Background: an optimization exercise with open tools, aiming at small area, a short achievable clock period and few clock cycles. Do not read the settings as production practice.
Where RTL was checked, it was by simulation tests only, not by an equivalence proof against the original.
Only the layout flow was run in run 3; the RTL was not checked for function there.
Power figures rest on the tool's default switching activity, not on a simulated workload.

===== flow/run.sh =====
#!/bin/bash
# synth_recipe.tcl (not shown) runs the flow's synth.tcl, then flattens the netlist and writes it again
# the make line also repeats each setting of config.mk as NAME=value (left out here)
make -C /OpenROAD-flow-scripts/flow DESIGN_CONFIG=/design/flow/config.mk WORK_HOME=/design/flow/orfs CLKGATE_MAP_FILE= SYNTH_SCRIPT=/design/flow/synth_recipe.tcl finish

===== flow/config.mk =====
export PLATFORM = sky130hd
export DESIGN_NAME = duty_cycled_particle_averager
export DESIGN_NICKNAME = duty_cycled_particle_averager
export VERILOG_FILES = /design/flow/design.v
export SDC_FILE = /design/flow/constraint.sdc
export NUM_CORES = 4
export LEC_CHECK = 0
export ABC_AREA = 1
export CAP_MARGIN = 20
export CORE_MARGIN = 2
export CORE_UTILIZATION = 60
export SETUP_SLACK_MARGIN = 4.3
export SLEW_MARGIN = 20

===== flow/constraint.sdc =====
create_clock -name core_clock -period 8.0 [get_ports {clk}]
set_input_delay 1.6000 -clock core_clock [delete_from_list [all_inputs] [get_ports {clk}]]
set_output_delay 1.6000 -clock core_clock [all_outputs]
set_load 0.01 [all_outputs]

===== flow/design.v =====
`timescale 1ns / 1ps
`default_nettype none
package dcpa_pkg;
    localparam int MassW      = 16;
    localparam int SumW       = 24;
    localparam int CountW     = 8;
    localparam int TimeW      = 32;
    localparam int MaxSamples = 255;
    localparam int DivCycles    = MassW / 2;
    localparam int StepW        = $clog2(DivCycles);
    localparam logic [1:0] RegWakeInterval = 2'd0;
    localparam logic [1:0] RegWarmupDelay  = 2'd1;
    localparam logic [1:0] RegReadWindow   = 2'd2;
    localparam logic [TimeW-1:0] WakeIntervalRst = 32'd300000;
    localparam logic [TimeW-1:0] WarmupDelayRst  = 32'd30000;
    localparam logic [TimeW-1:0] ReadWindowRst   = 32'd10000;
endpackage
`default_nettype wire
`timescale 1ns / 1ps
`default_nettype none
module dcpa_lane
(
    input  wire logic                        clk,
    input  wire logic                        rst_n,
    input  wire logic                        accum,
    input  wire logic                        div_step,
    input  wire logic                        div_last,
    input  wire logic [dcpa_pkg::MassW-1:0]  mass,
    input  wire logic [dcpa_pkg::CountW-1:0] divisor,
    input  wire logic [dcpa_pkg::CountW+1:0] divisor3,
    output logic      [dcpa_pkg::MassW-1:0]  avg
);
    localparam int MW = dcpa_pkg::MassW;
    localparam int CW = dcpa_pkg::CountW;
    localparam int SW = dcpa_pkg::SumW;
    logic [SW-1:0] sum_reg;
    logic [SW-1:0] div_next;
    logic [MW-1:0] avg_reg;
    logic [CW+1:0] shifted;
    logic [CW+2:0] diff1;
    logic [CW+2:0] diff2;
    logic [CW+2:0] diff3;
    logic [CW-1:0] rem_next;
    logic [1:0]    qbits;
    assign shifted = sum_reg[SW-1:MW-2];
    assign diff1   = {1'b0, shifted} - {3'b0, divisor};
    assign diff2   = {1'b0, shifted} - {2'b0, divisor, 1'b0};
    assign diff3   = {1'b0, shifted} - {1'b0, divisor3};
    always_comb
    begin
        if (!diff3[CW+2])
        begin
            qbits    = 2'd3;
            rem_next = diff3[CW-1:0];
        end
        else if (!diff2[CW+2])
        begin
            qbits    = 2'd2;
            rem_next = diff2[CW-1:0];
        end
        else if (!diff1[CW+2])
        begin
            qbits    = 2'd1;
            rem_next = diff1[CW-1:0];
        end
        else
        begin
            qbits    = 2'd0;
            rem_next = shifted[CW-1:0];
        end
    end
    assign div_next = {rem_next, sum_reg[MW-3:0], qbits};
    always_ff @(posedge clk or negedge rst_n)
    begin
        if (!rst_n)
        begin
            sum_reg <= '0;
            avg_reg <= '0;
        end
        else if (div_step)
        begin
            sum_reg <= div_last ? '0 : div_next;
            if (div_last)
            begin
                avg_reg <= div_next[MW-1:0];
            end
        end
        else if (accum)
        begin
            sum_reg <= sum_reg + SW'(mass);
        end
    end
    assign avg = avg_reg;
endmodule
`default_nettype wire
`timescale 1ns / 1ps
`default_nettype none
module dcpa_ctrl
(
    input  wire logic                        clk,
    input  wire logic                        rst_n,
    input  wire logic                        in_valid,
    output logic                             in_ready,
    input  wire logic [dcpa_pkg::TimeW-1:0]  now_ms,
    input  wire logic                        first_tick,
    input  wire logic                        reading_valid,
    input  wire logic [dcpa_pkg::TimeW-1:0]  wake_interval_ms,
    input  wire logic [dcpa_pkg::TimeW-1:0]  warmup_delay_ms,
    input  wire logic [dcpa_pkg::TimeW-1:0]  read_window_ms,
    input  wire logic                        out_ready,
    output logic                             out_valid,
    output logic                             accum,
    output logic                             div_step,
    output logic                             div_last,
    output logic                             enable,
    output logic                             published,
    output logic      [dcpa_pkg::CountW-1:0] count,
    output logic      [dcpa_pkg::CountW-1:0] divisor,
    output logic      [dcpa_pkg::CountW+1:0] divisor3
);
    localparam int TW = dcpa_pkg::TimeW;
    localparam int CW = dcpa_pkg::CountW;
    logic              t_valid;
    logic [TW-1:0]     t_now;
    logic              t_first;
    logic              t_rv;
    logic [TW-1:0]     t_elapsed;
    logic              stale_reg;
    logic [TW-1:0]     wake_time_reg;
    logic              enable_reg;
    logic              done_reg;
    logic [CW-1:0]     count_reg;
    logic              busy_reg;
    logic [dcpa_pkg::StepW-1:0] step_reg;
    logic              pend_reg;
    logic              out_valid_reg;
    logic [CW-1:0]     out_count_reg;
    logic              out_pub_reg;
    logic              out_enable_reg;
    logic [TW-1:0]     elapsed_src;
    logic [TW-1:0]     elapsed_new;
    logic [TW:0]       window_end_reg;
    logic              ge_window_end;
    logic [CW-1:0]     count_inc;
    logic              warmup_zero;
    logic              window_zero;
    logic              wake;
    logic              close;
    logic              publish;
    logic              in_window;
    logic              take;
    logic              fire;
    logic              last;
    logic              taken;
    logic              out_free;
    logic              enable_next;
    logic [CW-1:0]     count_next;
    logic              ready_reg;
    logic              held_reg;
    logic [CW+1:0]     divisor3_reg;
    logic [CW+1:0]     divisor3_next;
    logic              t_valid_next;
    logic              stale_next;
    logic              busy_next;
    logic              pend_next;
    assign fire     = t_valid && !busy_reg && !pend_reg && !stale_reg;
    assign in_ready = ready_reg;
    assign taken    = out_valid_reg && out_ready;
    assign out_free = !out_valid_reg || out_ready;
    assign elapsed_src = held_reg ? t_now : now_ms;
    assign elapsed_new = elapsed_src - wake_time_reg;
    always_ff @(posedge clk)
    begin
        window_end_reg <= {1'b0, warmup_delay_ms} + {1'b0, read_window_ms};
    end
    assign ge_window_end = ({1'b0, t_elapsed} >= window_end_reg);
    assign warmup_zero   = (warmup_delay_ms == '0);
    assign window_zero   = (read_window_ms == '0);
    assign wake       = t_first || (t_elapsed >= wake_interval_ms);
    assign close      = !wake && ge_window_end && !done_reg;
    assign publish    = close && (count_reg != '0);
    assign in_window  = wake ? (warmup_zero && !window_zero)
                             : ((t_elapsed >= warmup_delay_ms) && !ge_window_end);
    assign take       = t_rv && in_window && (count_reg != CW'(dcpa_pkg::MaxSamples));
    assign last       = (step_reg == dcpa_pkg::StepW'(dcpa_pkg::DivCycles - 1));
    assign enable_next = wake || (enable_reg && !close);
    assign count_inc   = count_reg + 1'b1;
    assign count_next  = take ? count_inc : count_reg;
    assign divisor3_next = take ? (divisor3_reg + (CW+2)'(3)) : divisor3_reg;
    assign accum    = fire && take;
    assign div_step = (busy_reg && (!last || out_free)) || (fire && publish);
    assign div_last = last;
    assign t_valid_next = in_ready ? in_valid : t_valid;
    assign stale_next   = fire && wake && in_valid;
    assign busy_next    = fire ? publish : (busy_reg && !(div_step && last));
    assign pend_next    = (fire && !publish && !out_free) || (pend_reg && !out_ready);
    always_ff @(posedge clk or negedge rst_n)
    begin
        if (!rst_n)
        begin
            t_valid   <= 1'b0;
            ready_reg <= 1'b1;
            held_reg  <= 1'b0;
        end
        else
        begin
            t_valid   <= t_valid_next;
            ready_reg <= !t_valid_next || (!busy_next && !pend_next && !stale_next);
            held_reg  <= t_valid_next && (busy_next || pend_next || stale_next);
        end
    end
    always_ff @(posedge clk)
    begin
        if (in_ready)
        begin
            t_now   <= now_ms;
            t_first <= first_tick;
            t_rv    <= reading_valid;
        end
        t_elapsed <= elapsed_new;
    end
    always_ff @(posedge clk or negedge rst_n)
    begin
        if (!rst_n)
        begin
            wake_time_reg  <= '0;
            enable_reg     <= 1'b0;
            done_reg       <= 1'b0;
            count_reg      <= '0;
            divisor3_reg   <= '0;
            busy_reg       <= 1'b0;
            step_reg       <= '0;
            pend_reg       <= 1'b0;
            stale_reg      <= 1'b0;
            out_valid_reg  <= 1'b0;
            out_count_reg  <= '0;
            out_pub_reg    <= 1'b0;
            out_enable_reg <= 1'b0;
        end
        else
        begin
            if (taken)
            begin
                out_valid_reg <= 1'b0;
            end
            stale_reg <= stale_next;
            if (fire)
            begin
                if (wake)
                begin
                    wake_time_reg <= t_now;
                end
                enable_reg <= enable_next;
                done_reg   <= !wake && (done_reg || close);
                count_reg  <= count_next;
                divisor3_reg <= divisor3_next;
                busy_reg   <= publish;
                if (!publish)
                begin
                    if (out_free)
                    begin
                        out_valid_reg  <= 1'b1;
                        out_count_reg  <= count_next;
                        out_pub_reg    <= 1'b0;
                        out_enable_reg <= enable_next;
                    end
                    else
                    begin
                        pend_reg <= 1'b1;
                    end
                end
            end
            if (pend_reg && out_ready)
            begin
                pend_reg       <= 1'b0;
                out_valid_reg  <= 1'b1;
                out_count_reg  <= count_reg;
                out_pub_reg    <= 1'b0;
                out_enable_reg <= enable_reg;
            end
            if (div_step)
            begin
                step_reg <= step_reg + 1'b1;
                if (last)
                begin
                    busy_reg       <= 1'b0;
                    count_reg      <= '0;
                    divisor3_reg   <= '0;
                    out_valid_reg  <= 1'b1;
                    out_count_reg  <= '0;
                    out_pub_reg    <= 1'b1;
                    out_enable_reg <= enable_reg;
                end
            end
        end
    end
    assign out_valid = out_valid_reg;
    assign enable    = out_enable_reg;
    assign published = out_pub_reg;
    assign count     = out_count_reg;
    assign divisor   = count_reg;
    assign divisor3  = divisor3_reg;
endmodule
`default_nettype wire
`timescale 1ns / 1ps
`default_nettype none
module duty_cycled_particle_averager
(
    input  wire logic        clk,
    input  wire logic        rst_n,
    input  wire logic        s_tvalid,
    output logic             s_tready,
    input  wire logic [87:0] s_tdata,
    output logic             m_tvalid,
    input  wire logic        m_tready,
    output logic      [63:0] m_tdata,
    input  wire logic        psel,
    input  wire logic        penable,
    input  wire logic        pwrite,
    input  wire logic [3:0]  paddr,
    input  wire logic [31:0] pwdata,
    output logic      [31:0] prdata,
    output logic             pready
);
    localparam int MW = dcpa_pkg::MassW;
    logic [dcpa_pkg::TimeW-1:0] wake_interval_reg;
    logic [dcpa_pkg::TimeW-1:0] warmup_delay_reg;
    logic [dcpa_pkg::TimeW-1:0] read_window_reg;
    logic [31:0]      prdata_reg;
    logic             pready_reg;
    logic [2:0]       wsel_reg;
    logic             accum;
    logic             div_step;
    logic             div_last;
    logic             enable;
    logic             published;
    logic [dcpa_pkg::CountW-1:0] count;
    logic [dcpa_pkg::CountW-1:0] divisor;
    logic [dcpa_pkg::CountW+1:0] divisor3;
    logic [MW-1:0]    mass_pm1;
    logic [MW-1:0]    mass_pm25;
    logic [MW-1:0]    mass_pm10;
    logic [MW-1:0]    avg_pm1;
    logic [MW-1:0]    avg_pm25;
    logic [MW-1:0]    avg_pm10;
    always_ff @(posedge clk or negedge rst_n)
    begin
        if (!rst_n)
        begin
            wake_interval_reg <= dcpa_pkg::WakeIntervalRst;
            warmup_delay_reg  <= dcpa_pkg::WarmupDelayRst;
            read_window_reg   <= dcpa_pkg::ReadWindowRst;
            pready_reg        <= 1'b0;
            wsel_reg          <= '0;
        end
        else
        begin
            pready_reg <= psel && penable && !pready_reg;
            wsel_reg   <= '0;
            if (psel && penable && pwrite && !pready_reg)
            begin
                case (paddr[3:2])
                    dcpa_pkg::RegWakeInterval: wsel_reg <= 3'b001;
                    dcpa_pkg::RegWarmupDelay:  wsel_reg <= 3'b010;
                    dcpa_pkg::RegReadWindow:   wsel_reg <= 3'b100;
                    default: ;
                endcase
            end
            if (wsel_reg[0])
            begin
                wake_interval_reg <= pwdata;
            end
            if (wsel_reg[1])
            begin
                warmup_delay_reg <= pwdata;
            end
            if (wsel_reg[2])
            begin
                read_window_reg <= pwdata;
            end
        end
    end
    always_ff @(posedge clk)
    begin
        case (paddr[3:2])
            dcpa_pkg::RegWakeInterval: prdata_reg <= wake_interval_reg;
            dcpa_pkg::RegWarmupDelay:  prdata_reg <= warmup_delay_reg;
            dcpa_pkg::RegReadWindow:   prdata_reg <= read_window_reg;
            default:                   prdata_reg <= '0;
        endcase
    end
    assign prdata = prdata_reg;
    assign pready = pready_reg;
    dcpa_ctrl u_ctrl (
        .clk              (clk),
        .rst_n            (rst_n),
        .in_valid         (s_tvalid),
        .in_ready         (s_tready),
        .now_ms           (s_tdata[31:0]),
        .first_tick       (s_tdata[32]),
        .reading_valid    (s_tdata[33]),
        .wake_interval_ms (wake_interval_reg),
        .warmup_delay_ms  (warmup_delay_reg),
        .read_window_ms   (read_window_reg),
        .out_ready        (m_tready),
        .out_valid        (m_tvalid),
        .accum            (accum),
        .div_step         (div_step),
        .div_last         (div_last),
        .enable           (enable),
        .published        (published),
        .count            (count),
        .divisor          (divisor),
        .divisor3         (divisor3)
    );
    always_ff @(posedge clk)
    begin
        if (s_tready)
        begin
            mass_pm1  <= s_tdata[49:34];
            mass_pm25 <= s_tdata[65:50];
            mass_pm10 <= s_tdata[81:66];
        end
    end
    dcpa_lane u_lane_pm1 (
        .clk      (clk),
        .rst_n    (rst_n),
        .accum    (accum),
        .div_step (div_step),
        .div_last (div_last),
        .mass     (mass_pm1),
        .divisor  (divisor),
        .divisor3 (divisor3),
        .avg      (avg_pm1)
    );
    dcpa_lane u_lane_pm25 (
        .clk      (clk),
        .rst_n    (rst_n),
        .accum    (accum),
        .div_step (div_step),
        .div_last (div_last),
        .mass     (mass_pm25),
        .divisor  (divisor),
        .divisor3 (divisor3),
        .avg      (avg_pm25)
    );
    dcpa_lane u_lane_pm10 (
        .clk      (clk),
        .rst_n    (rst_n),
        .accum    (accum),
        .div_step (div_step),
        .div_last (div_last),
        .mass     (mass_pm10),
        .divisor  (divisor),
        .divisor3 (divisor3),
        .avg      (avg_pm10)
    );
    assign m_tdata = {6'd0, count, avg_pm10, avg_pm25, avg_pm1, published, enable};
endmodule
`default_nettype wire

==> metrics.md, run 1 <==
| Metric | Value |
|---|---|
| Slowest CP cell | dfstp_4 |
| GR peak layer | met2 |
| Met1 Use GR | 49.7% |
| Core footprint | 0.0488 mm2 |
| Final WS setup | 4390 ps |
| Largest net degree at the start of global routing | 163 |
| Leakage | 16.2 nW |
| FFs w/ async S/R, synth | 62.0% |
| Syn Inst Count | 3648 |
| Setup_tns | 0 ps |
| WS Path Type | register to output pin |
| Layout cells sized above 1 | 5.19% |
| First-pass GRT wire length | 138 mm |
| FP Rows | 81 |
| Vias per inst | 5.83 |
| Clock latency (worst-skew pair) | 630 ps |
| Full die area | 0.0511 mm2 |
| Status | complete, no violations |
| Clk pwr share | 15.8% |
| Flop pwr share | 26.8% |
| Sw frac | 47.3% |
| CTS tree | yes |
| Synth cell types | 65 |
| Internal power | 0.00848 W |
| Critical path arrival | 2010 ps |
| Initial DRT Pass Iterations | 6 |
| Clock root buffer | clkbuf_16 |
| Register area share after synthesis | 39.7% |
| Clock skew | 35.9 ps |
| Initial antenna violation count | 6 |
| Top Ports | 230 |
| Vias | 26567 |
| Die Ht | 226 um |
| Worst slew pin tran | 1030 ps |
| Ys flop type | dfrtp_1 |
| Drt wl/cell | 19.5 um |
| Syn. warnings | 3 |
| Htree depth | 2 |
| Unrepaired setup endpoints after global routing | false |
| Met2 usage | 51.4% |
| Final Max Tran Viols | 0 |
| CTS Sinks | 471 |
| Hold WC Path Type | register to register |
| Worst path cell trace | clkdlybuf4s50_1 |
| EDFF count, synth | 82 |
| Reg clk slew, reported paths | 60 ps |
| TritonCTS buffer count | 52 |
| Fin nets | 4281 |
| Largest stage delay on the critical path | 790 ps |
| Placer Congestion | 0.983 |
| Worst EP required | 6400 ps |
| Initial Util | 60.6% |
| Maximum clock path buffer count | 3 |
| Slew headroom | 31.0% |
| Final HPWL DP | 63.9 mm |
| Fin. Hold Viols | 0 |
| Synthesized area | 0.0296 mm2 |
| Vias in the first global route | 25781 |
| Initial DRC count | 2484 |
| Fmax | 0.277 GHz |
| Most common library cell in the layout ignoring fill and taps | nand2_1 |
| Chip width | 226 um |
| Final min period | 3610 ps |
| Gate power share | 57.4% |
| Syn_area_per_cell | 8.11 um2 |
| Commonest cells after routing, fill and taps aside | 772 x nand2_1, 493 x inv_1, 300 x o21ai_0 |
| Cts hold-fix bufs | 0 |
| FF+latch area | 0.0117 mm2 |
| Multi-input logic area | 0.0157 mm2 |
| Setup violations, final | 0 |
| Post-route DRC violation count | 0 |
| #FFs+latches synth | 471 |
| Met3 Resource Use GR | 8.53% |
| Max-cap violation count | 0 |
| Max FFs per register | 33 |
| Post-Place Worst Slack | 2870 ps |
| Antenna Nets Post-Route | 0 |
| Crit path max-delay family | flip-flops |
| Power Density | 468 mW/mm2 |
| Final WL | 88.6 mm |
| Area Growth Syn to Fin | 16.2% |
| Psw | 0.00761 W |
| Crit path buf inv count | 1 |
| IO buf count | 215 |
| Worst vdd ir | 0.385 mV |
| Flop2flop setup slack | 4490 ps |
| Total GRT Usage | 34.7% |
| Total grt overflow | 0 |
| Critical Path End Type | output pin |
| FILL cells | 3986 |
| CP Launch Type | register |
| Tcrit/Tclk final | 45.1% |
| CP max FO | 15 |
[cells by family after synthesis]
kind of cell	after synthesis	share of synthesized area [%]
compound gates	889	16.9
xor+xnor	164	4.85
fa+ha+maj	304	13.2
buf+inv	604	8.03
flops	471	39.7
mux	2	0.0719
other cells	1	0.0127
simple gates	1213	17.3
[per-layer routing]
metal | wire [um] | up-vias | part of all wire, %
met2 | 37700 | 1080 | 43
met5 | 79 | - | 0.089
met3 | 8580 | 200 | 9.7
li1 | - | 12669 | -
met1 | 39500 | 12606 | 45
met4 | 2790 | 12 | 3.1
[power groups by stage]
stage	logic [W]	clock network, W	registers [W]
after detailed placement	0.00876	0	0.00430
after global routing	0.0104	0.00268	0.00437
after floorplan	0.00647	0	0.00404
after CTS	0.00900	0.00258	0.00426
after global placement	0.00848	0	0.00427
final	0.00923	0.00255	0.00431
[Yosys cell counts (33+ instances only)]
cell type  count  area, um2
a21oi_1      292       1460
clkbuf_1      64        240
dfrtp_1      271       6780
dfxtp_1       97       1940
edfxtp_1      82       2460
ha_1         290       3630
inv_1        494       1850
nand2_1      776       2910
nand3_1      101        505
nand4_1       56        350
nor2_1       193        724
o21ai_0      304       1520
o21ai_1       65        325
o221ai_1      33        289
o22ai_1       47        294
xnor2_1       53        464
xor2_1       111        972
[area by class of cell]
| cell class | count | area share (%) |
|---|---|---|
| clock buffers | 72 | 4.42 |
| repair buffers | 239 | 7.00 |
| well taps | 664 | 2.42 |
| multi-input cells | 2581 | 45.5 |
| diodes | 1 | 0.00728 |
| flip-flops and latches | 471 | 34.1 |
| clock inverters | 25 | 0.950 |
| inverters | 501 | 5.51 |
[final timing paths]
kind,from,endpoint,depth (start not counted)
min in group asynchronous,rst_n,read_window_reg[25],1
max reg2reg,wake_interval_reg[15],u_lane_pm10.sum_reg[4],17
min,pready_reg,pready_reg,1
min reg2reg,pready_reg,pready_reg,1
max in group asynchronous,rst_n,u_lane_pm25.avg_reg[0],2
max,u_ctrl.ready_reg,s_tready,1
[metrics by stage]
step	hold WS, ps	instance area, um2	std cells	util (%)	power, W
6_report	448	34400	4554	70.4	0.0161
5_1_grt	480	34400	4553	70.4	0.0174
4_1_cts	452	34300	4546	70.1	0.0158
3_5_place_dp	443	32200	4441	66.0	0.0131
3_3_place_gp	424	32200	4441	66.0	0.0127
2_1_floorplan	446	29600	3653	-	0.0105
[repair_timing]
item,4_1_cts,5_1_grt
buffers inserted,4,7
pin swaps,5,10
endpoints found under the setup margin,158,106
cloned,4,0
resized for setup,16,25
Testbench counts, summed over its fixed seeds: cycles 9,553.
==> inputs of run 2 (changes only) <==
==> flow/flow/run.sh (new file) <==
#!/bin/bash
# The standard layout (the standard.sh, all steps through finish), with
# the port buffers that placement inserts made of sky130_fd_sc_hd__buf_2
# cells instead of the buffer_ports default. Every port still gets its own
# buffer. make's full output goes to layout.log in the work folder; ORFS's
# per-step logs stay under orfs/logs/.
set -euo pipefail
bash standard.sh "BUFFER_PORTS_ARGS=-buffer_cell sky130_fd_sc_hd__buf_2" finish > layout.log 2>&1
==> flow/standard.sh (new file) <==
#!/bin/bash
# synth_recipe.tcl (not shown) runs the flow's synth.tcl, then flattens the netlist and writes it again
# the make line also repeats each setting of config.mk as NAME=value (left out here)
make -C /OpenROAD-flow-scripts/flow DESIGN_CONFIG=/design/flow/config.mk WORK_HOME=/design/flow/orfs CLKGATE_MAP_FILE= SYNTH_SCRIPT=/design/flow/synth_recipe.tcl "${@:-finish}"
removed: flow/run.sh
==> metrics.md, run 2 <==
| Metric | Value |
|---|---|
| Fin nets | 4278 |
| #FFs+latches synth | 471 |
| Initial DRT Pass Iterations | 6 |
| Vias per inst | 5.84 |
| Worst slew pin tran | 1090 ps |
| Area Growth Syn to Fin | 12.6% |
| Placer Congestion | 0.956 |
| Max FFs per register | 33 |
| Tcrit/Tclk final | 44.5% |
| Syn_area_per_cell | 8.11 um2 |
| Flop2flop setup slack | 4440 ps |
| Setup_tns | 0 ps |
| Max-cap violation count | 0 |
| CTS tree | yes |
| Worst vdd ir | 0.298 mV |
| Full die area | 0.0511 mm2 |
| Leakage | 16.3 nW |
| Clock latency (worst-skew pair) | 620 ps |
| Setup violations, final | 0 |
| Initial antenna violation count | 11 |
| CP Launch Type | register |
| Largest family of logic cells by synthesized area | simple AND/OR/NAND/NOR gates |
| Final HPWL DP | 64.5 mm |
| EDFF count, synth | 82 |
| Initial DRC count | 2217 |
| Final Max Tran Viols | 0 |
| Drt wl/cell | 19.4 um |
| Slew headroom | 27.2% |
| Most common library cell in the layout ignoring fill and taps | nand2_1 |
| Chip width | 226 um |
| Fin. Hold Viols | 0 |
| Simple-gate share of the synthesized area | 17.3% |
| Layout cells sized above 1 | 10.2% |
| XOR/XNOR share of the synthesized area | 4.85% |
| Critical Path End Type | register |
| Synthesized area | 0.0296 mm2 |
| Initial Util | 60.6% |
| Cts hold-fix bufs | 0 |
| Clock root buffer | clkbuf_16 |
| Final WS setup | 4440 ps |
| Total GRT Usage | 34.5% |
| Multiplexer share of the synthesized area | 0.0719% |
| Hold WC Path Type | register to register |
| Power Density | 475 mW/mm2 |
| Fmax | 0.281 GHz |
| Die Ht | 226 um |
| Top cells by area, synth | dfrtp_1 23%, ha_1 12%, nand2_1 9.8% |
| Ys flop type | dfrtp_1 |
| Final min period | 3560 ps |
| Top Ports | 230 |
| Commonest cells after routing, fill and taps aside | 775 x nand2_1, 493 x inv_1, 303 x o21ai_0 |
| Post-synth top area share | 22.9% |
| Register area share after synthesis | 39.7% |
| Worst EP required | 8510 ps |
| Post-Synth Adder-Cell Area | 13.2% |
| Reg clk slew, reported paths | 60 ps |
| Htree depth | 2 |
| FFs w/ async S/R, synth | 62.0% |
| Post-synth top cells | 776 x nand2_1, 494 x inv_1, 304 x o21ai_0, 292 x a21oi_1, 290 x ha_1 |
| Critical path arrival | 4070 ps |
| Post-layout util | 68.2% |
| Complex-gate fraction of the synthesized area | 16.9% |
| Syn Inst Count | 3648 |
| TritonCTS buffer count | 51 |
| Largest net degree at the start of global routing | 124 |
| Post-route DRC violation count | 0 |
| CP max FO | 39 |
| Maximum clock path buffer count | 3 |
| Status | complete, no violations |
| Syn. warnings | 3 |
| Unrepaired setup endpoints after global routing | true |
| Vias in the first global route | 25155 |
| IO buf count | 215 |
| WS Path Type | register to register |
| Synth cell types | 65 |
| Antenna Nets Post-Route | 0 |
| First-pass GRT wire length | 137 mm |
| CTS Sinks | 471 |
| Top-count cell post-synth | nand2_1 |
| Total grt overflow | 0 |
| Core footprint | 0.0488 mm2 |
| Clock skew | 23.5 ps |
| FP Rows | 81 |
| Post-Place Worst Slack | 3290 ps |
| Final WL | 88.4 mm |
| Vias | 26569 |
| Dominant cell type by area after synthesis | dfrtp_1 |
==> run 2: cell counts after synthesis <==
No cell type changed its count.
==> run 2: power by group <==
part	switching (W)	internal (W)
Clock	0.00101	0.00152
Sequential	0.000863	0.00342
Combinational	0.00568	0.00334
Total	0.00755	0.00829
==> run 2: cell families (layout without fill, tap and decap cells) <==
kind of cell,after synthesis,count (layout)
simple gates,1213,1217
fa+ha+maj,304,304
compound gates,889,889
flops,471,471
other cells,1,9
buf+inv,604,833
mux,2,2
xor+xnor,164,164
==> run 2: routing by layer <==
layer / global-route usage [%] / part of all wire, % / vias to the layer above
met4: 10.7 / 2.9 / 14
li1: - / - / 12676
met3: 7.66 / 9.8 / 184
met2: 51.1 / 42 / 1140
met5: 0 / 0.10 / -
met1: 50.2 / 45 / 12555
==> run 2: area by class of cell <==
cell class                      count  area, um2
Fill cell                        4072      15500
Inverter                          501       1900
Multi-Input combinational cell   2582      15600
Antenna cell                        3       7.51
Clock inverter                     27        350
Clock buffer                       69       1480
Tap cell                          664        831
Timing Repair Buffer              236       1400
Sequential cell                   471      11700
==> run 2: worst max-delay path: stages, from the launching register on <==
cell and delay [ps]:
dfstp_2 530, inv_1 50, ha_1 290, nand2_1 60, inv_1 60, nand3_1 150
nor3_2 250, nor2b_1 250, nand2_1 130, nand4_4 180, nor2_4 60, nand4_4 120
nand2_2 270, nand2_4 300, buf_6 370, o21ai_0 210, nand2_1 100, o21ai_1 60
==> run 2: path summary, 6_finish.rpt <==
kind / start / to / depth (start not counted)
setup reg to reg: wake_interval_reg[15] / u_lane_pm1.sum_reg[14] / 17
hold reg to reg: pready_reg / pready_reg / 1
min in group asynchronous: rst_n / wsel_reg[2] / 1
hold / removal: pready_reg / pready_reg / 1
setup / recovery: wake_interval_reg[15] / u_lane_pm1.sum_reg[14] / 17
max in group asynchronous: rst_n / u_ctrl.held_reg / 2
==> run 2: stage by stage <==
step	area [um2]	hold WS [ps]	power (W)	cells
6_report	33300	444	0.0158	4553
4_1_cts	33200	443	0.0156	4545
5_1_grt	33300	466	0.0172	4551
3_5_place_dp	31200	436	0.0129	4444
3_3_place_gp	31200	415	0.0126	4444
2_1_floorplan	29600	446	0.0105	3653
==> run 2: timing repair <==
action,CTS,global route
gates cloned,4,3
endpoints found under the setup margin,152,107
resized for setup,15,19
setup buffers,1,2
pin swaps,2,3
==> inputs of run 3 (changes only) <==
--- a/flow/design.v
+++ b/flow/design.v
@@ -78,11 +78,12 @@
             avg_reg <= '0;
         end
+        else if (div_last)
+        begin
+            sum_reg <= '0;
+            avg_reg <= div_next[MW-1:0];
+        end
         else if (div_step)
         begin
-            sum_reg <= div_last ? '0 : div_next;
-            if (div_last)
-            begin
-                avg_reg <= div_next[MW-1:0];
-            end
+            sum_reg <= div_next;
         end
         else if (accum)
@@ -190,5 +191,5 @@
     assign accum    = fire && take;
     assign div_step = (busy_reg && (!last || out_free)) || (fire && publish);
-    assign div_last = last;
+    assign div_last = busy_reg && last && out_free;
     assign t_valid_next = in_ready ? in_valid : t_valid;
     assign stale_next   = fire && wake && in_valid;
--- a/flow/config.mk
+++ b/flow/config.mk
@@ -10,4 +10,6 @@
 export CORE_MARGIN = 2
 export CORE_UTILIZATION = 60
+export CTS_CLUSTER_DIAMETER = 80
+export CTS_CLUSTER_SIZE = 30
 export SETUP_SLACK_MARGIN = 4.3
 export SLEW_MARGIN = 20
==> metrics.md, run 3 <==
| Metric | Value |
|---|---|
| Largest net degree at the start of global routing | 140 |
| Clock root buffer | clkbuf_16 |
| CTS Sinks | 471 |
| Clk pwr share | 11.8% |
| Htree depth | 1 |
| Most common library cell in the layout ignoring fill and taps | nand2_1 |
| Total grt overflow | 0 |
| Post-synth top area share | 22.6% |
| Antenna Nets Post-Route | 0 |
| EDFF count, synth | 82 |
| Final WL | 86.9 mm |
| Post-synth top cells | 1069 x nand2_1, 434 x inv_1, 321 x o21ai_0, 290 x ha_1, 273 x a21oi_1 |
| Slowest CP cell | dfstp_2 |
| Clock skew | 32.1 ps |
| Hold WC Path Type | register to register |
| FP Rows | 81 |
| Cells after DPL | 4586 |
| Design area | 0.0330 mm2 |
| Final Max Tran Viols | 0 |
| Worst slew pin tran | 976 ps |
| Final min period | 3500 ps |
| Initial DRC count | 2649 |
| Die Ht | 228 um |
| Synth cell types | 57 |
| Total GRT Usage | 33.2% |
| Tcrit/Tclk final | 43.7% |
| Core footprint | 0.0492 mm2 |
| Critical Path End Type | register |
| Setup violations, final | 0 |
| Layout cells sized above 1 | 9.67% |
| Power Density | 459 mW/mm2 |
| Initial DRT Pass Iterations | 5 |
| CP Launch Type | register |
| First-pass GRT wire length | 136 mm |
| Slew headroom | 34.6% |
| Status | complete, no violations |
| Chip width | 228 um |
| Full die area | 0.0518 mm2 |
| IO buf count | 215 |
| Leakage | 16.3 nW |
| Max-cap violation count | 0 |
| Final HPWL DP | 63.4 mm |
| Register area share after synthesis | 39.1% |
| FFs w/ async S/R, synth | 62.0% |
| Flop pwr share | 28.5% |
| Syn Inst Count | 3797 |
| Top-count cell post-synth | nand2_1 |
| Initial Util | 61.0% |
| Largest stage delay on the critical path | 550 ps |
| Vias per inst | 5.74 |
| Sw frac | 50.5% |
| #FFs+latches synth | 471 |
| Area Growth Syn to Fin | 10.2% |
| Ys flop type | dfrtp_1 |
| Fin. Hold Viols | 0 |
| Final Non-Filler Cells | 4677 |
| CTS tree | yes |
| Dominant cell type by area after synthesis | dfrtp_1 |
| Psw | 0.00765 W |
| Internal power | 0.00751 W |
| Commonest cells after routing, fill and taps aside | 1066 x nand2_1, 433 x inv_1, 316 x o21ai_0 |
| Vias in the first global route | 25552 |
| Post-Place Worst Slack | 3080 ps |
| Synthesized area | 0.0300 mm2 |
| Vias | 26849 |
| Top cells by area, synth | dfrtp_1 23%, nand2_1 13%, ha_1 12% |
| Worst path cell trace | inv_1 > ha_1 > a21oi_1 > nor2_1 > nor2_1 > nand2_1 > nand2_1 > nand2_1 > nand2_1 > nand4_4 > o21ai_4 > nand2_2 > nor2_2 > nand2_2 > nand2_2 > nand2_2 > o21ai_0 |
| Cts hold-fix bufs | 0 |
| Fmax | 0.286 GHz |
| Top Ports | 230 |
| Critical path arrival | 4030 ps |
| Unrepaired setup endpoints after global routing | false |
| Clock latency (worst-skew pair) | 630 ps |
| Fin nets | 4425 |
| Post-placement cell area | 0.0315 mm2 |
| Setup_tns | 0 ps |
| Drt wl/cell | 18.6 um |
| Reg clk slew, reported paths | 110 ps |
| CP max FO | 13 |
| Syn_area_per_cell | 7.90 um2 |
| TritonCTS buffer count | 29 |
| Post-route DRC violation count | 0 |
| WS Path Type | register to register |
| Placer Congestion | 0.962 |
| Gate power share | 59.7% |
| Initial antenna violation count | 3 |
| Syn. warnings | 3 |
| Final WS setup | 4500 ps |
| Maximum clock path buffer count | 3 |
| Worst vdd ir | 0.281 mV |
| Worst EP required | 8530 ps |
| Max FFs per register | 33 |
## run 3: cell types whose count changed after synthesis, sizes merged, moves of 5 or more
cell    delta
inv       -59
nand3     +21
nand2    +293
a21oi     -22
o21bai     +7
nor3       +5
nor2       -5
a22oi      -5
o22ai     -43
xnor2      +6
o21ai     -27
nand4     -14
clkbuf    +10
## run 3: cell type report
class | instances | area [um2]
Timing Repair Buffer | 259 | 1490
Antenna cell | 1 | 2.50
Clock inverter | 21 | 368
Sequential cell | 471 | 11700
Fill cell | 4204 | 16100
Tap cell | 664 | 831
Clock buffer | 32 | 747
Multi-Input combinational cell | 2790 | 16200
Inverter | 439 | 1650
## run 3: cell families after synthesis
| kind of cell | count (synthesis) | share of synthesized area, % |
|---|---|---|
| and+or+nand+nor | 1511 | 20.7 |
| AOI/OAI and AO/OA | 787 | 14.6 |
| buffers and inverters | 549 | 7.38 |
| DFF | 471 | 39.1 |
| adders and majority gates | 304 | 13.0 |
| xor gates and xnor gates | 173 | 5.05 |
| other | 1 | 0.0125 |
| muxes | 1 | 0.0375 |
## run 3: per-layer routing
layer	GRT usage, %	vias to the layer above	routed length [um]
li1	-	12981	-
met1	49.5	12652	40100
met2	50.5	1066	37400
met3	5.14	146	7500
met4	8.31	4	1890
met5	0	-	22
## run 3: through the flow
stage                     hold WS [ps]  total power (W)  util, %
after floorplan                    446           0.0106        -
after global placement             419           0.0126     64.1
after detailed placement           447           0.0128     64.1
after CTS                          461           0.0149     66.8
after global routing               488           0.0165     67.2
final                              451           0.0152     67.2
## run 3: repair_timing
item,4_1_cts,5_1_grt
pin swaps,6,3
buffers inserted,13,15
gates cloned,5,4
endpoints found under the setup margin,87,83
gates resized for setup,8,17
## run 3: worst paths after layout
path / end / slack, ps / start / cells past startpoint
max: u_lane_pm10.sum_reg[18] / 4500 / wake_interval_reg[5] / 17
min: pready_reg / 450 / pready_reg / 1
max reg2reg: u_lane_pm10.sum_reg[18] / 4500 / wake_interval_reg[5] / 17
min reg2reg: pready_reg / 450 / pready_reg / 1
max in group asynchronous: u_lane_pm25.avg_reg[1] / 5640 / rst_n / 2
min in group asynchronous: pready_reg / 1000 / rst_n / 1
## run 3: power groups by stage
stage                     registers (W)  logic, W  clock network (W)
after CTS                       0.00428   0.00876            0.00181
after floorplan                 0.00400   0.00656                  0
after global placement          0.00430   0.00830                  0
after detailed placement        0.00432   0.00853                  0
final                           0.00432   0.00905            0.00179
after global routing            0.00440    0.0102            0.00190
## run 3: critical path, delay by kind of cell, from the launching register on
| family | cells | cell delay (ps) |
|---|---|---|
| and+or+nand+nor | 12 | 1720 |
| AOI/OAI and AO/OA | 3 | 730 |
| DFF | 1 | 550 |
| adders and majority gates | 1 | 310 |
| buffers and inverters | 1 | 80 |
==> inputs of run 4 (changes only) <==
--- a/flow/design.v
+++ b/flow/design.v
@@ -103,4 +103,5 @@
     input  wire logic                        in_valid,
     output logic                             in_ready,
+    output logic                             in_ready_port,
     input  wire logic [dcpa_pkg::TimeW-1:0]  now_ms,
     input  wire logic                        first_tick,
@@ -166,5 +167,6 @@
     logic              pend_next;
     assign fire     = t_valid && !busy_reg && !pend_reg && !stale_reg;
-    assign in_ready = ready_reg;
+    assign in_ready      = !held_reg;
+    assign in_ready_port = ready_reg;
     assign taken    = out_valid_reg && out_ready;
     assign out_free = !out_valid_reg || out_ready;
@@ -331,4 +333,5 @@
     logic             pready_reg;
     logic [2:0]       wsel_reg;
+    logic             in_ready;
     logic             accum;
     logic             div_step;
@@ -397,5 +400,6 @@
         .rst_n            (rst_n),
         .in_valid         (s_tvalid),
-        .in_ready         (s_tready),
+        .in_ready         (in_ready),
+        .in_ready_port    (s_tready),
         .now_ms           (s_tdata[31:0]),
         .first_tick       (s_tdata[32]),
@@ -417,5 +421,5 @@
     always_ff @(posedge clk)
     begin
-        if (s_tready)
+        if (in_ready)
         begin
             mass_pm1  <= s_tdata[49:34];
==> metrics.md, run 4 <==
| Metric | Value |
|---|---|
| Critical path arrival | 4060 ps |
| Final WL | 85.0 mm |
| Total GRT Usage | 33.2% |
| FP Rows | 80 |
| Fin nets | 4292 |
| Commonest cells after routing, fill and taps aside | 874 x nand2_1, 481 x inv_1, 362 x o21ai_0 |
| Setup_tns | 0 ps |
| Synthesized area | 0.0292 mm2 |
| FFs w/ async S/R, synth | 62.0% |
| Initial Util | 61.0% |
| Gate power share | 59.3% |
| Fin. Hold Viols | 0 |
| CTS tree | yes |
| Multi-input logic area | 0.0156 mm2 |
| Post-route DRC violation count | 0 |
| Final HPWL DP | 61.4 mm |
| Drt wl/cell | 18.9 um |
| Internal power | 0.00738 W |
| Cell depth of the worst hold path | 1 |
| Slew headroom | 24.0% |
| Clock latency (worst-skew pair) | 640 ps |
| Synth cell types | 59 |
| Total grt overflow | 0 |
| Ys flop type | dfrtp_1 |
| Post-Place Worst Slack | 3340 ps |
| CP Launch Type | register |
| CTS Sinks | 471 |
| Worst vdd ir | 0.293 mV |
| Total power | 0.0147 W |
| Layout cells sized above 1 | 9.79% |
| First-pass GRT wire length | 133 mm |
| Chip width | 225 um |
| Flop2flop setup slack | 4460 ps |
| Status | complete, no violations |
| Die Ht | 225 um |
| Htree depth | 1 |
| Register area share after synthesis | 39.1% |
| Syn Inst Count | 3673 |
| R2r startpoint | u_ctrl.t_elapsed[15] |
| Hold wc startpoint | pready_reg |
| EDFF count, synth | 50 |
| Core footprint | 0.0479 mm2 |
| Final Max Tran Viols | 0 |
| Cts hold-fix bufs | 0 |
| Leakage | 15.9 nW |
| Reg clk slew, reported paths | 110 ps |
| Initial DRT Pass Iterations | 5 |
| Maximum clock path buffer count | 3 |
| Worst EP required | 8520 ps |
| Clk pwr share | 12.2% |
| FF+latch area | 0.0114 mm2 |
| Top cells by area, synth | dfrtp_1 23%, ha_1 12%, nand2_1 11% |
| CP max FO | 14 |
| Psw | 0.00736 W |
| Initial DRC count | 2431 |
| Vias in the first global route | 24861 |
| Most common library cell in the layout ignoring fill and taps | nand2_1 |
| Clock skew | 47.7 ps |
| Max FFs per register | 33 |
| Syn_area_per_cell | 7.96 um2 |
| Area Growth Syn to Fin | 10.2% |
| TritonCTS buffer count | 29 |
| Top Ports | 230 |
| Vias | 26174 |
| #FFs+latches synth | 471 |
| Placer Congestion | 0.954 |
| Syn. warnings | 3 |
| Setup violations, final | 0 |
| Sw frac | 49.9% |
| Hold endpoint | pready_reg |
| Clock root buffer | clkbuf_16 |
| Full die area | 0.0505 mm2 |
| IO buf count | 215 |
| Post-synth top cells | 876 x nand2_1, 485 x inv_1, 366 x o21ai_0, 290 x ha_1, 271 x dfrtp_1 |
| Largest net degree at the start of global routing | 140 |
| Reg2Reg Depth | 18 |
| WS Path Type | register to register |
| Hold WC Path Type | register to register |
| Final min period | 3540 ps |
| Fmax | 0.282 GHz |
| Post-synth top area share | 23.2% |
| Reg2reg end | u_lane_pm25.sum_reg[1] |
| Design area | 0.0322 mm2 |
| Power Density | 457 mW/mm2 |
| Unrepaired setup endpoints after global routing | true |
| Post-placement cell area | 0.0307 mm2 |
| Worst slew pin tran | 1140 ps |
| Antenna Nets Post-Route | 0 |
| Final WS setup | 4460 ps |
| Initial antenna violation count | 7 |
| Vias per inst | 5.82 |
| Critical Path End Type | register |
| Max-cap violation count | 0 |
| Flop pwr share | 28.5% |
| Tcrit/Tclk final | 44.3% |
| Dominant cell type by area after synthesis | dfrtp_1 |
| Top-count cell post-synth | nand2_1 |
| FILL cells | 4097 |
-- run 4: power groups by stage --
| stage | clock network, W | logic [W] | registers, W |
|---|---|---|---|
| after floorplan | 0 | 0.00623 | 0.00395 |
| after global placement | 0 | 0.00808 | 0.00417 |
| after detailed placement | 0 | 0.00828 | 0.00421 |
| after CTS | 0.00182 | 0.00850 | 0.00417 |
| after global routing | 0.00189 | 0.00987 | 0.00428 |
| final | 0.00179 | 0.00875 | 0.00420 |
-- run 4: worst max-delay path: stages (launching register included) --
cell and delay, ps:
dfxtp_1 560, ha_1 320, nand2_1 90, inv_2 40, nand3_1 150, a21oi_1 60
nor2_1 150, nand2_1 120, nand2_1 90, nand4_2 230, nor2_4 240, nand4_4 270
nand2_8 260, clkinvlp_4 180, buf_4 240, nand2_1 70, nand2_1 120, nand2_1 140
o21ai_1 70
-- run 4: final cells by class --
| cell class | count | area share, % |
|---|---|---|
| timing repair buffer | 248 | 4.46 |
| sequential | 471 | 35.4 |
| multi-input combinational | 2616 | 48.5 |
| antenna | 6 | 0.0466 |
| clock buffer | 29 | 2.25 |
| inverter | 491 | 5.75 |
| tap | 615 | 2.39 |
| clock inverter | 25 | 1.18 |
-- run 4: worst max-delay path by stage --
| stage | to | slack (ps) | depth (start not counted) | startpoint |
|---|---|---|---|---|
| CTS | u_lane_pm1.sum_reg[22] | 4200 | 17 | wake_interval_reg[15] |
| global placement | u_lane_pm1.sum_reg[0] | 3360 | 9 | m_tready |
| global route | u_lane_pm25.sum_reg[16] | 4270 | 17 | wake_interval_reg[5] |
| finish | u_lane_pm25.sum_reg[1] | 4460 | 18 | u_ctrl.t_elapsed[15] |
| detailed placement | u_lane_pm1.sum_reg[0] | 3340 | 9 | m_tready |
| floorplan | u_ctrl.t_elapsed[24] | 4310 | 15 | s_tdata[0] |
-- run 4: logic make-up (layout without fill, tap and decap cells) --
| logic type | after synthesis | in the layout | share of synthesized area [%] |
|---|---|---|---|
| xor+xnor | 172 | 172 | 5.15 |
| flops | 471 | 471 | 39.1 |
| compound gates | 868 | 868 | 16.5 |
| fa+ha+maj | 304 | 304 | 13.4 |
| buf+inv | 599 | 793 | 8.12 |
| mux | 1 | 1 | 0.0385 |
| simple gates | 1257 | 1265 | 17.7 |
| other cells | 1 | 12 | 0.0128 |
-- run 4: through the flow --
step | hold slack [ps] | util (%) | cells
4_1_cts | 443 | 66.8 | 4480
6_report | 436 | 67.2 | 4501
3_3_place_gp | 418 | 64.1 | 4416
3_5_place_dp | 426 | 64.1 | 4416
5_1_grt | 480 | 67.2 | 4501
2_1_floorplan | 442 | - | 3678
-- run 4: repair_timing --
action / in CTS / in global routing
cloned: 5 / 3
pin swaps: 5 / 7
endpoints found under the setup margin: 88 / 95
gates resized for setup: 7 / 14
setup buffers: 5 / 12
-- run 4: routing by layer --
metal	wire length [um]	vias to the layer above	GRT usage [%]
met2	35800	1072	49.2
met1	38600	12379	49.0
met3	8350	133	6.99
met4	2270	2	9.14
li1	-	12588	-
met5	18	-	0
Testbench counts of run 4, summed over its fixed seeds: cycles 9,553.
==> inputs of run 5 (changes only) <==
--- a/flow/config.mk
+++ b/flow/config.mk
@@ -12,4 +12,4 @@
 export CTS_CLUSTER_DIAMETER = 80
 export CTS_CLUSTER_SIZE = 30
-export SETUP_SLACK_MARGIN = 4.3
+export SETUP_SLACK_MARGIN = 5.0
 export SLEW_MARGIN = 20
==> metrics.md, run 5 <==
| Metric | Value |
|---|---|
| Status | complete, no violations |
| Dominant cell type by area after synthesis | dfrtp_1 |
| Final HPWL DP | 62.0 mm |
| Chip width | 225 um |
| Antenna Nets Post-Route | 0 |
| Post-route DRC violation count | 0 |
| Worst EP required | 8550 ps |
| Leakage | 17.0 nW |
| Flop pwr share | 24.8% |
| Largest net degree at the start of global routing | 119 |
| Die Ht | 225 um |
| First-pass GRT wire length | 138 mm |
| CTS tree | yes |
| Fin nets | 4422 |
| Slew headroom | 29.3% |
| Cts hold-fix bufs | 0 |
| FP Rows | 80 |
| Final hold slack | 444 ps |
| Unrepaired setup endpoints after global routing | true |
| Worst path cell trace | buf_6 > o21ai_4 > ha_4 > fa_2 > o21ai_2 > a21oi_2 > o21bai_2 > nand2_1 > nand2_2 > nand2_2 > o211ai_1 > nand2_1 > nand2_2 > nand2_2 > o21ai_2 > xor2_1 |
| Syn Inst Count | 3673 |
| Final WS setup | 4770 ps |
| Ys flop type | dfrtp_1 |
| Critical Path End Type | register |
| WS Path Type | input pin to register |
| Max-cap violation count | 0 |
| Power Density | 484 mW/mm2 |
| Commonest cells after routing, fill and taps aside | 815 x nand2_1, 465 x inv_1, 317 x o21ai_0 |
| Maximum clock path buffer count | 3 |
| Hold WC Path Type | register to register |
| Top Ports | 230 |
| Area Growth Syn to Fin | 20.7% |
| Cell depth of the worst hold path | 1 |
| Clock skew | 29.3 ps |
| IO buf count | 215 |
| EDFF count, synth | 50 |
| Most common library cell in the layout ignoring fill and taps | nand2_1 |
| Worst vdd ir | 0.319 mV |
| Psw | 0.00858 W |
| Post-Place Worst Slack | 3060 ps |
| Flop2flop setup slack | 4820 ps |
| Synthesized area | 0.0292 mm2 |
| CP max FO | 3 |
| Full die area | 0.0505 mm2 |
| Reg2reg end | u_ctrl.divisor3_reg[2] |
| Layout cells sized above 1 | 19.4% |
| Reg2Reg Depth | 21 |
| Drt wl/cell | 20.9 um |
| Setup violations, final | 0 |
| Total GRT Usage | 34.8% |
| Hold endpoint | pready_reg |
| Hold wc startpoint | pready_reg |
| Fmax | 0.310 GHz |
| Register area share after synthesis | 39.1% |
| Final Max Tran Viols | 0 |
| Crit path from | s_tdata[0] |
| FFs w/ async S/R, synth | 62.0% |
| Final WL | 96.9 mm |
| Slowest CP cell | fa_2 |
| Placer Congestion | 0.968 |
| Htree depth | 1 |
| Critical path arrival | 3780 ps |
| Tcrit/Tclk final | 40.4% |
| Worst slew pin tran | 1060 ps |
| Vias per inst | 6.01 |
| Post-layout util | 73.6% |
| Syn. warnings | 3 |
| Reg clk slew, reported paths | 110 ps |
| #FFs+latches synth | 471 |
| Setup_tns | 0 ps |
| Syn_area_per_cell | 7.96 um2 |
| Top cells by area, synth | dfrtp_1 23%, ha_1 12%, nand2_1 11% |
| Total grt overflow | 0 |
| CP Launch Type | input pin |
| Initial Util | 61.0% |
| CTS Sinks | 471 |
| Clock root buffer | clkbuf_16 |
| Largest stage delay on the critical path | 360 ps |
| Fin. Hold Viols | 0 |
| Internal power | 0.00850 W |
| Post-synth top cells | 876 x nand2_1, 485 x inv_1, 366 x o21ai_0, 290 x ha_1, 271 x dfrtp_1 |
| Initial DRT Pass Iterations | 6 |
| Clock latency (worst-skew pair) | 640 ps |
| Clk pwr share | 10.8% |
| Core footprint | 0.0479 mm2 |
| Final min period | 3230 ps |
| Crit-path most repeated cell | nand2_2 |
| Gate power share | 64.5% |
| Vias in the first global route | 25452 |
| Max FFs per register | 33 |
| Top-count cell post-synth | nand2_1 |
| Initial antenna violation count | 5 |
| Post-synth top area share | 23.2% |
| Initial DRC count | 2907 |
| Vias | 27809 |
| Synth cell types | 59 |
| TritonCTS buffer count | 30 |
| R2r startpoint | wake_interval_reg[15] |
| Sw frac | 50.2% |
| Total power | 0.0171 W |
## run 5: cell count changes in the layout (fill, tap and decap cells not counted), moves of 16 or more
cell | before | now
a21oi_2 | 3 | 22
nand3_1 | 103 | 81
buf_4 | 24 | 88
nand2_1 | 874 | 815
buf_6 | 1 | 23
o21ai_2 | 7 | 71
nand2_2 | 3 | 45
a21oi_1 | 250 | 228
o21ai_1 | 66 | 38
inv_1 | 481 | 465
o21ai_0 | 362 | 317
nand3_2 | 1 | 20
ha_1 | 290 | 270
## run 5: through the flow
stage | std cells | instance area (um2)
2_1_floorplan | 3678 | 29300
3_3_place_gp | 4416 | 30800
6_report | 4630 | 35300
4_1_cts | 4550 | 33200
5_1_grt | 4630 | 35300
3_5_place_dp | 4416 | 30800
## run 5: layout make-up
class                           instances  area (um2)
Fill cell                            3646       12600
Clock inverter                         25         364
Clock buffer                           31         754
Inverter                              491        1890
Sequential cell                       471       11400
Timing Repair Buffer                  370        2980
Multi-Input combinational cell       2622       17100
Antenna cell                            4        10.0
Timing Repair inverter                  1        7.51
Tap cell                              615         769
## run 5: worst max-delay path by stage
stage | slack [ps] | to | cells past startpoint
after global routing | 4680 | u_ctrl.divisor3_reg[2] | 21
after floorplan | 4500 | u_ctrl.t_elapsed[24] | 15
after global placement | 3110 | u_ctrl.divisor3_reg[3] | 17
after detailed placement | 3060 | u_ctrl.divisor3_reg[3] | 17
final | 4770 | u_ctrl.t_elapsed[24] | 16
after CTS | 4910 | u_lane_pm10.sum_reg[1] | 13
## run 5: per-layer routing
| layer | vias to the layer above | GRT usage, % | share of wire [%] |
|---|---|---|---|
| met5 | - | 0 | 0.013 |
| met4 | 2 | 9.68 | 4.0 |
| met3 | 279 | 6.07 | 11 |
| met2 | 1462 | 51.6 | 42 |
| met1 | 13189 | 52.4 | 43 |
| li1 | 12877 | - | - |
## run 5: kinds of logic (layout without fill, tap and decap cells)
logic type               Yosys count  after routing  share of synthesized area (%)
AND/OR/NAND/NOR                 1257           1271                           17.7
flip-flops                       471            471                           39.1
other                              1             10                         0.0128
multiplexers                       1              1                         0.0385
buffers and inverters            599            918                           8.12
AO/OA/AOI/OAI                    868            868                           16.5
adder cells (fa/ha/maj)          304            304                           13.4
XOR/XNOR                         172            172                           5.15
## run 5: worst max-delay path, delay by kind of cell
family                   cells  cell delay (ps)
XOR/XNOR                     1              240
AO/OA/AOI/OAI                6              750
adder cells (fa/ha/maj)      2              530
AND/OR/NAND/NOR              6              580
buffers and inverters        1               80
## run 5: timing repair
item | CTS | global route
gates cloned | 12 | 20
resized for setup | 108 | 330
setup endpoints to repair | 139 | 168
hold endpoints to repair | 0 | 0
buffers inserted | 66 | 56
pin swaps | 55 | 96
## run 5: power groups by stage
stage | combinational [W] | sequential, W | clock (W)
after floorplan | 0.00626 | 0.00395 | 0
after global routing | 0.0120 | 0.00431 | 0.00193
after global placement | 0.00819 | 0.00416 | 0
after detailed placement | 0.00841 | 0.00418 | 0
final | 0.0110 | 0.00423 | 0.00184
after CTS | 0.00927 | 0.00415 | 0.00184
==> inputs of run 6 (changes only) <==
--- a/flow/config.mk
+++ b/flow/config.mk
@@ -12,4 +12,4 @@
 export CTS_CLUSTER_DIAMETER = 80
 export CTS_CLUSTER_SIZE = 30
-export SETUP_SLACK_MARGIN = 5.0
+export SETUP_SLACK_MARGIN = 4.5
 export SLEW_MARGIN = 20
==> metrics.md, run 6 <==
| Metric | Value |
|---|---|
| Die Ht | 225 um |
| Tcrit/Tclk final | 42.6% |
| Chip width | 225 um |
| Vias per inst | 5.82 |
| Syn_area_per_cell | 7.96 um2 |
| Commonest cells after routing, fill and taps aside | 871 x nand2_1, 481 x inv_1, 359 x o21ai_0 |
| Post-layout util | 67.5% |
| Placer Congestion | 0.995 |
| Setup_tns | 0 ps |
| Clock latency (worst-skew pair) | 630 ps |
| Critical path arrival | 3910 ps |
| Setup violations, final | 0 |
| Post-route DRC violation count | 0 |
| Slew headroom | 28.7% |
| Worst slew pin tran | 1070 ps |
| Reg clk slew, reported paths | 100 ps |
| Critical Path End Type | register |
| Psw | 0.00739 W |
| FFs w/ async S/R, synth | 62.0% |
| Final HPWL DP | 61.6 mm |
| Max-cap violation count | 0 |
| CP max FO | 7 |
| FILL cells | 4092 |
| Core footprint | 0.0479 mm2 |
| Flop pwr share | 28.4% |
| Drt wl/cell | 19.1 um |
| CP Launch Type | input pin |
| Unrepaired setup endpoints after global routing | true |
| Htree depth | 1 |
| Top Ports | 230 |
| Internal power | 0.00742 W |
| Fmax | 0.294 GHz |
| EDFF count, synth | 50 |
| Complex-gate fraction of the synthesized area | 16.5% |
| IO buf count | 215 |
| Synthesized area | 0.0292 mm2 |
| TritonCTS buffer count | 27 |
| Dominant cell type by area after synthesis | dfrtp_1 |
| Gate power share | 60.2% |
| Maximum clock path buffer count | 3 |
| Synth cell types | 59 |
| Layout cells sized above 1 | 10.2% |
| Most common library cell in the layout ignoring fill and taps | nand2_1 |
| Initial Util | 61.0% |
| Antenna Nets Post-Route | 0 |
| Total grt overflow | 0 |
| Leakage | 15.9 nW |
| CTS tree | yes |
| Total GRT Usage | 33.5% |
| Register area share after synthesis | 39.1% |
| First-pass GRT wire length | 134 mm |
| Clock skew | 26.8 ps |
| Vias | 26232 |
| Largest family of logic cells by synthesized area | simple AND/OR/NAND/NOR gates |
| Final Max Tran Viols | 0 |
| Fin nets | 4300 |
| FP Rows | 80 |
| Post-synth top area share | 23.2% |
| Area Growth Syn to Fin | 10.7% |
| CTS Sinks | 471 |
| Syn. warnings | 3 |
| Syn Inst Count | 3673 |
| Fin. Hold Viols | 0 |
| Top-count cell post-synth | nand2_1 |
| Largest net degree at the start of global routing | 120 |
| Post-synth top cells | 876 x nand2_1, 485 x inv_1, 366 x o21ai_0, 290 x ha_1, 271 x dfrtp_1 |
| Status | complete, no violations |
| XOR/XNOR share of the synthesized area | 5.15% |
| Sw frac | 49.9% |
| Full die area | 0.0505 mm2 |
| Flop2flop setup slack | 4620 ps |
| #FFs+latches synth | 471 |
| Top cells by area, synth | dfrtp_1 23%, ha_1 12%, nand2_1 11% |
| Clock root buffer | clkbuf_16 |
| Cell depth of the worst hold path | 1 |
| Vias in the first global route | 24780 |
| Max FFs per register | 33 |
| Final WL | 86.2 mm |
| Initial DRC count | 2272 |
| Post-Synth Adder-Cell Area | 13.4% |
| Reg2Reg Depth | 17 |
| Clk pwr share | 11.5% |
| Worst vdd ir | 0.325 mV |
| Initial DRT Pass Iterations | 5 |
| WS Path Type | input pin to register |
| Final WS setup | 4590 ps |
| Worst EP required | 8500 ps |
| Multiplexer share of the synthesized area | 0.0385% |
| Hold WC Path Type | register to register |
| Simple-gate share of the synthesized area | 17.7% |
| Final min period | 3410 ps |
| Post-Place Worst Slack | 3440 ps |
| Power Density | 458 mW/mm2 |
| Initial antenna violation count | 7 |
| Ys flop type | dfrtp_1 |
[run 6: cell counts after synthesis]
No cell type changed its count.
[run 6: final cells by class]
cell class | instances | area, um2 | area share [%]
inverter | 491 | 1860 | 5.74
timing repair buffer | 259 | 1570 | 4.86
clock inverter | 20 | 297 | 0.917
multi-input combinational | 2615 | 15700 | 48.5
clock buffer | 30 | 718 | 2.22
sequential | 471 | 11400 | 35.3
antenna | 8 | 20.0 | 0.0619
tap | 615 | 769 | 2.38
[run 6: final timing paths]
path,start,endpoint
hold reg to reg,pready_reg,pready_reg
setup / recovery,m_tready,u_lane_pm25.sum_reg[1]
hold / removal,pready_reg,pready_reg
max in group asynchronous,rst_n,u_ctrl.wake_time_reg[6]
setup reg to reg,wake_interval_reg[15],u_lane_pm1.sum_reg[17]
min in group asynchronous,rst_n,warmup_delay_reg[11]
[run 6: routing by layer]
layer	track usage, %	vias to the layer above	share of wire [%]
met1	50.2	12412	46
met4	9.34	0	2.6
li1	-	12618	-
met3	5.03	134	8.6
met2	50.5	1068	43
met5	0	-	0
[run 6: power by group through the flow]
stage          Sequential, W  Combinational (W)  Clock [W]
3_5_place_dp         0.00421            0.00831          0
6_report             0.00420            0.00891    0.00170
3_3_place_gp         0.00418            0.00809          0
2_1_floorplan        0.00395            0.00625          0
4_1_cts              0.00417            0.00866    0.00172
5_1_grt              0.00428             0.0100    0.00180
[run 6: critical path, cell delays in order]
cell	delay, ps
buf_2	120
nor2_1	230
inv_1	170
o21ai_1	660
nand2_8	130
buf_4	200
buf_4	170
o21ai_1	210
nand2_1	230
nand2_1	120
o21ai_1	60
[run 6: timing repair]
action | in CTS | in global routing
cloned | 7 | 1
pin swaps | 8 | 6
setup endpoints to repair | 93 | 96
buffers inserted | 19 | 10
hold buffers | 0 | 0
resized for setup | 15 | 13
[run 6: cell families (layout without fill, tap and decap cells)]
| logic type | after synthesis | after routing |
|---|---|---|
| other cells | 1 | 14 |
| buf+inv | 599 | 800 |
| simple gates | 1257 | 1264 |
| compound gates | 868 | 868 |
| mux | 1 | 1 |
| xor+xnor | 172 | 172 |
| flops | 471 | 471 |
| fa+ha+maj | 304 | 304 |
[run 6: through the flow]
step	hold WS, ps	cells	total power (W)	instance area (um2)
after floorplan	442	3678	0.0102	29300
after global placement	418	4414	0.0123	30800
after detailed placement	427	4414	0.0125	30800
after CTS	439	4490	0.0145	32200
after global routing	467	4506	0.0161	32300
final	440	4509	0.0148	32400
==> inputs of run 7 (changes only) <==
--- a/flow/config.mk
+++ b/flow/config.mk
@@ -12,4 +12,4 @@
 export CTS_CLUSTER_DIAMETER = 80
 export CTS_CLUSTER_SIZE = 30
-export SETUP_SLACK_MARGIN = 4.5
+export SETUP_SLACK_MARGIN = 4.7
 export SLEW_MARGIN = 20
==> metrics.md, run 7 <==
| Metric | Value |
|---|---|
| Status | complete, no violations |
| Tcrit/Tclk final | 40.4% |
| Post-Place Worst Slack | 3410 ps |
| Die Ht | 225 um |
| Syn. warnings | 3 |
| Htree depth | 1 |
| Register area share after synthesis | 39.1% |
| Setup violations, final | 0 |
| Worst vdd ir | 0.288 mV |
| Chip width | 225 um |
| Total GRT Usage | 34.0% |
| Synth cell types | 59 |
| Post-synth top cells | 876 x nand2_1, 485 x inv_1, 366 x o21ai_0, 290 x ha_1, 271 x dfrtp_1 |
| Vias | 26537 |
| TritonCTS buffer count | 29 |
| Ys flop type | dfrtp_1 |
| Initial Util | 61.0% |
| Initial antenna violation count | 4 |
| FP Rows | 80 |
| Slowest CP cell | a21boi_0 |
| Largest net degree at the start of global routing | 128 |
| Total grt overflow | 0 |
| Leakage | 16.1 nW |
| Power Density | 463 mW/mm2 |
| Antenna Nets Post-Route | 0 |
| Reg clk slew, reported paths | 110 ps |
| Layout cells sized above 1 | 11.2% |
| Largest stage delay on the critical path | 500 ps |
| WS Path Type | register to register |
| Dominant cell type by area after synthesis | dfrtp_1 |
| Fmax | 0.309 GHz |
| Worst EP required | 8500 ps |
| Final Max Tran Viols | 0 |
| Clock latency (worst-skew pair) | 640 ps |
| Crit-path most repeated cell | nand2_1 |
| Final WL | 87.7 mm |
| Setup_tns | 0 ps |
| IO buf count | 215 |
| Vias per inst | 5.86 |
| Area Growth Syn to Fin | 12.0% |
| Placer Congestion | 0.948 |
| Clock skew | 38.9 ps |
| Full die area | 0.0505 mm2 |
| Core footprint | 0.0479 mm2 |
| Initial DRC count | 2787 |
| Initial DRT Pass Iterations | 6 |
| Synthesized area | 0.0292 mm2 |
| Worst path cell trace | ha_1 > a21oi_1 > nand2_1 > a21oi_2 > o21ai_2 > a21boi_0 > o21ai_1 > a21boi_1 > o21ai_0 > nand2_1 > nand2_1 > xor2_1 |
| Unrepaired setup endpoints after global routing | true |
| CP max FO | 4 |
| Post-route DRC violation count | 0 |
| Top Ports | 230 |
| Worst slew pin tran | 1050 ps |
| Clock root buffer | clkbuf_16 |
| CP Launch Type | register |
| Syn_area_per_cell | 7.96 um2 |
| Post-synth top area share | 23.2% |
| CTS tree | yes |
| CTS Sinks | 471 |
| Vias in the first global route | 25056 |
| Commonest cells after routing, fill and taps aside | 866 x nand2_1, 479 x inv_1, 355 x o21ai_0 |
| Hold WC Path Type | register to register |
| First-pass GRT wire length | 135 mm |
| Top-count cell post-synth | nand2_1 |
| Fin nets | 4319 |
| Final min period | 3230 ps |
| Flop2flop setup slack | 4770 ps |
| Final HPWL DP | 62.0 mm |
| Max FFs per register | 33 |
| FFs w/ async S/R, synth | 62.0% |
| Slew headroom | 30.1% |
| Final WS setup | 4770 ps |
| Most common library cell in the layout ignoring fill and taps | nand2_1 |
| Fin. Hold Viols | 0 |
| Syn Inst Count | 3673 |
| Maximum clock path buffer count | 3 |
| EDFF count, synth | 50 |
| Drt wl/cell | 19.4 um |
| Critical Path End Type | register |
| Max-cap violation count | 0 |
| #FFs+latches synth | 471 |
| Critical path arrival | 3730 ps |
| Top cells by area, synth | dfrtp_1 23%, ha_1 12%, nand2_1 11% |
run 7: cell families (layout without fill, tap and decap cells):
group / count (synthesis) / count (layout) / share of synthesized area (%)
AOI/OAI and AO/OA: 868 / 868 / 16.5
xor gates and xnor gates: 172 / 172 / 5.15
adders and majority gates: 304 / 304 / 13.4
buffers and inverters: 599 / 821 / 8.12
DFF: 471 / 471 / 39.1
muxes: 1 / 1 / 0.0385
other: 1 / 10 / 0.0128
and+or+nand+nor: 1257 / 1264 / 17.7
run 7: cell type report:
class	count	area, um2
Multi-Input combinational cell	2615	15800
Fill cell	4008	15200
Sequential cell	471	11400
Inverter	491	1870
Timing Repair Buffer	276	1750
Tap cell	615	769
Clock buffer	30	729
Clock inverter	24	418
Antenna cell	4	10.0
run 7: layer usage:
metal	track usage (%)	up-vias	share of wire [%]
li1	-	12658	-
met2	49.3	1157	42
met4	9.74	0	2.8
met1	51.6	12577	46
met3	6.44	145	9.6
met5	0	-	0
run 7: final timing paths:
| check | start | to | cells after the start |
|---|---|---|---|
| worst max-delay path | read_window_reg[2] | u_ctrl.window_end_reg[27] | 12 |
| worst min-delay path | pready_reg | pready_reg | 1 |
| worst max register to register | read_window_reg[2] | u_ctrl.window_end_reg[27] | 12 |
| worst min register to register | pready_reg | pready_reg | 1 |
| max in group asynchronous | rst_n | u_ctrl.divisor3_reg[9] | 2 |
| min in group asynchronous | rst_n | pready_reg | 1 |
run 7: what timing repair did:
action                     CTS  global route
hold buffers                 0             0
pin swaps                    9            17
resized for setup           26            31
hold endpoints to repair     0             0
gates cloned                 7             4
buffers inserted            22            20
setup endpoints to repair  113           103
run 7: critical path: cells and delay by family (launching register included):
family          cells  cell delay (ps)
flops               1              480
compound gates      7             1780
xor+xnor            1              140
simple gates        3              270
fa+ha+maj           1              390
run 7: power by group:
group / internal [W] / switching [W] / total [W]
clock network: 0.000804 / 0.00104 / 0.00185
registers: 0.00336 / 0.000853 / 0.00421
logic: 0.00342 / 0.00567 / 0.00909
run 7: stage by stage:
step / util [%] / area [um2] / instances / power [W] / hold slack, ps
floorplan: - / 29300 / 3678 / 0.0102 / 442
global placement: 64.2 / 30800 / 4415 / 0.0123 / 417
detailed placement: 64.2 / 30800 / 4415 / 0.0125 / 433
CTS: 67.5 / 32400 / 4498 / 0.0147 / 448
global route: 68.3 / 32700 / 4525 / 0.0164 / 463
finish: 68.3 / 32800 / 4526 / 0.0151 / 441

## afterwards: timing with drivers on the ports
The flow's constraints put no driver on any port. The routed layouts listed below were extracted and timed again, unchanged, in two steps. Step 1 assumes that a clkbuf_16 drives the clock port and a buf_2 every other input. Step 2 adds t to the input delays and takes it off the output delays; t is the mean of the earliest and latest rising clock arrival at the registers after step 1. Input paths then give back, and output paths get back, about the clock's delay inside the block. Slacks: ideal / step 1 / step 2; pairs: ideal / step 1.
| run | shift t [ns] | setup slack, ns | worst setup path after step 2 | worst register clock-pin slew, ns |
|---|---|---|---|---|
| run 1 | 0.671 | 4.391 / 4.330 / 3.781 | input to register | 0.07 / 0.07 |
| run 2 | 0.667 | 4.439 / 4.439 / 3.947 | input to register | 0.06 / 0.06 |
| run 3 | 0.675 | 4.502 / 4.470 / 3.898 | input to register | 0.11 / 0.11 |
| run 4 | 0.674 | 4.458 / 4.458 / 3.851 | input to register | 0.11 / 0.11 |
| run 5 | 0.686 | 4.771 / 4.790 / 4.104 | input to register | 0.11 / 0.11 |
| run 6 | 0.671 | 4.593 / 4.625 / 3.960 | input to register | 0.11 / 0.11 |
| run 7 | 0.686 | 4.767 / 4.767 / 4.124 | input to register | 0.12 / 0.12 |
After both steps setup and hold are still met in every run listed. The setup slack of run 5, which loses most, moves by +0.019 ns with the drivers and by -0.667 ns with both steps.
